Context: an optimization exercise on an open-source flow, tuned for small area. The choices shown serve that exercise and are no tape-out recipe. The RTL was checked by simulation tests, not by an equivalence proof against the original design.

## aurora_lane
module aurora_lane
#(
    parameter int SH_CNT_MAX     = 64,
    parameter int SH_INVALID_MAX = 16
) (
    input  logic                 clk160,
    input  logic                 rst,
    input  logic [aurora_pkg::PAYLOAD_W-1:0] tx_data_i,
    input  aurora_pkg::sync_hdr_e            tx_sync_i,
    output logic                 tx_data_next_o,
    output logic [aurora_pkg::BYTE_W-1:0]    tx_byte_o,
    input  logic [aurora_pkg::BYTE_W-1:0]    rx_byte_i,
    output logic [aurora_pkg::PAYLOAD_W-1:0] rx_data_o,
    output aurora_pkg::sync_hdr_e            rx_sync_o,
    output logic                 rx_valid_o,
    output logic                 block_lock_o
);
Size: ~820 cells after synthesis, roughly 150 I/O pins, ~9300 um2 of cells after synthesis.
==> flow/config.mk <==
export PLATFORM = sky130hd
export DESIGN_NAME = aurora_lane
export DESIGN_NICKNAME = aurora_lane
export VERILOG_FILES = /design/flow/design.v
export SDC_FILE = /design/flow/constraint.sdc
export NUM_CORES = 4
export LEC_CHECK = 0
export CAP_MARGIN = 20
export CELL_PAD_IN_SITES_DETAIL_PLACEMENT = 1
export CELL_PAD_IN_SITES_GLOBAL_PLACEMENT = 2
export CORE_MARGIN = 2
export CORE_UTILIZATION = 40
export SLEW_MARGIN = 20
==> flow/constraint.sdc <==
create_clock -name core_clock -period 6.25 [get_ports {clk160}]
set_input_delay 1.2500 -clock core_clock [delete_from_list [all_inputs] [get_ports {clk160}]]
set_output_delay 1.2500 -clock core_clock [all_outputs]
set_load 0.01 [all_outputs]
standard.sh (not shown) runs the stock make flow with config.mk's settings and CLKGATE_MAP_FILE= SYNTH_SCRIPT=/design/flow/synth_recipe.tcl, a recipe that flattens the netlist after the stock synthesis.
==> flow/flow/run.sh <==
#!/bin/bash
# Own layout flow: the standard flow, with three changes.
#  1. After the standard synthesis, the combinational cells are mapped again by
#     ABC for area with a few scripts, keeping the smallest result; flip-flops
#     are left exactly as the standard synthesis made them.
#  2. Port buffers are the smallest buffer cell.
#  3. CTS without dummy loads.
# Every tool writes its full output to a log of its own in this folder.
set -euo pipefail
W=$PWD
R=$W/orfs/results/$FLOW_PLATFORM/aurora_lane/base
LIB=$FLOW_HOME/platforms/$FLOW_PLATFORM/lib/sky130_fd_sc_hd__tt_025C_1v80.lib

export CTS_ARGS="-sink_clustering_enable -repair_clock_nets -dont_use_dummy_load -buf_list {sky130_fd_sc_hd__clkbuf_4 sky130_fd_sc_hd__clkbuf_8} -sink_clustering_buffer sky130_fd_sc_hd__clkbuf_8 -root_buf sky130_fd_sc_hd__clkbuf_4 -sink_clustering_size 14 -sink_clustering_max_diameter 70"
export BUFFER_PORTS_ARGS="-buffer_cell sky130_fd_sc_hd__buf_1"

bash standard.sh synth > $W/log_1_standard_synth.txt 2>&1
cp $R/1_2_yosys.v $W/std_1_2_yosys.v

DU=""
for c in $(cat $W/flow/dont_use.txt); do DU="$DU -dont_use $c"; done
FLOPS=$(grep -oE "sky130_fd_sc_hd__[a-z0-9_]+" $W/std_1_2_yosys.v | sort -u | grep -E "__(df|edf|sdf|dl)" | tr '\n' ' ')
best=""
best_area=""
for s in $W/flow/abc_*.abc; do
  n=$(basename $s .abc)
  cat > $W/remap_$n.ys <<EOF
read_liberty -ignore_miss_func $LIB
read_verilog $W/std_1_2_yosys.v
hierarchy -top $FLOW_TOP
setattr -mod -set keep_hierarchy 1 $FLOPS
flatten
opt_clean
abc -script $s -liberty $LIB $DU
opt_clean -purge
blackbox $FLOPS
hilomap -singleton -hicell sky130_fd_sc_hd__conb_1 HI -locell sky130_fd_sc_hd__conb_1 LO
insbuf -buf sky130_fd_sc_hd__buf_4 A X
splitnets
opt_clean -purge
tee -o $W/remap_$n.stat stat -liberty $LIB
write_verilog -noattr -nohex -nodec $W/remap_$n.v
EOF
  if yosys -s $W/remap_$n.ys > $W/log_2_remap_$n.txt 2>&1; then
    a=$(grep "Chip area for module" $W/remap_$n.stat | head -1 | awk '{print $NF}')
    echo "$n $a" >> $W/remap_areas.txt
    if [[ -z "$best_area" ]] || awk -v a="$a" -v b="$best_area" 'BEGIN{exit !(a<b)}'; then
      best=$n; best_area=$a
    fi
  fi
done
echo "best $best $best_area" >> $W/remap_areas.txt
cp $W/remap_$best.v $R/1_2_yosys.v
rm -f $R/1_synth.odb $R/1_synth.sdc
bash standard.sh > $W/log_3_standard_layout.txt 2>&1
Other scripts of this flow, unchanged in this note and not shown: flow/flow/abc_1.abc, flow/flow/abc_4.abc, flow/flow/abc_5.abc, flow/flow/abc_6.abc, flow/flow/abc_7.abc, flow/flow/abc_8.abc, flow/flow/abc_9.abc, flow/flow/dont_use.txt
==> next run, changes <==
--- a/flow/flow/run.sh
+++ b/flow/flow/run.sh
@@ -13,3 +13,3 @@
 
-export CTS_ARGS="-sink_clustering_enable -repair_clock_nets -dont_use_dummy_load -buf_list {sky130_fd_sc_hd__clkbuf_4 sky130_fd_sc_hd__clkbuf_8} -sink_clustering_buffer sky130_fd_sc_hd__clkbuf_8 -root_buf sky130_fd_sc_hd__clkbuf_4 -sink_clustering_size 14 -sink_clustering_max_diameter 70"
+export CTS_ARGS="-sink_clustering_enable -repair_clock_nets -dont_use_dummy_load -buf_list {sky130_fd_sc_hd__clkbuf_4 sky130_fd_sc_hd__clkbuf_8} -sink_clustering_buffer sky130_fd_sc_hd__clkbuf_8 -root_buf sky130_fd_sc_hd__clkbuf_4 -sink_clustering_size 17 -sink_clustering_max_diameter 75"
 export BUFFER_PORTS_ARGS="-buffer_cell sky130_fd_sc_hd__buf_1"
--- a/flow/config.mk
+++ b/flow/config.mk
@@ -9,3 +9,3 @@
 export CELL_PAD_IN_SITES_DETAIL_PLACEMENT = 1
-export CELL_PAD_IN_SITES_GLOBAL_PLACEMENT = 2
+export CELL_PAD_IN_SITES_GLOBAL_PLACEMENT = 1
 export CORE_MARGIN = 2
=> The new run finished clean; non-clock buffer count falls by 3; die area stays the same; fmax rises by 4.7%; worst setup slack improved by 220 ps; wire length falls by 0.88%.

[separate check: timing with driven ports]
The results above use ideal ports. As a check the final layouts listed here were re-extracted and re-timed, cells and wires unchanged. Step 1, drivers: a clkbuf_16 drives clk160 and a buf_2 each remaining input, both assumed. Step 2 adds t to the input delays and takes it off the output delays; t is the mean of the earliest and latest rising clock arrival at the registers after step 1. Input paths then give back, and output paths get back, about the clock's delay inside the block. Slacks: no drivers / after step 1 / after step 2; pairs: no drivers / after step 1.
run	t (ns)	slack for setup (ns)	slew at the worst register clock pin (ns)	cell pins on the clock port's net
the first run	0.695	1.372 / 1.324 / 2.019	0.10 / 0.10	1
the second run	0.665	1.592 / 1.547 / 2.213	0.11 / 0.11	1
After both steps setup and hold are still met in every run listed.
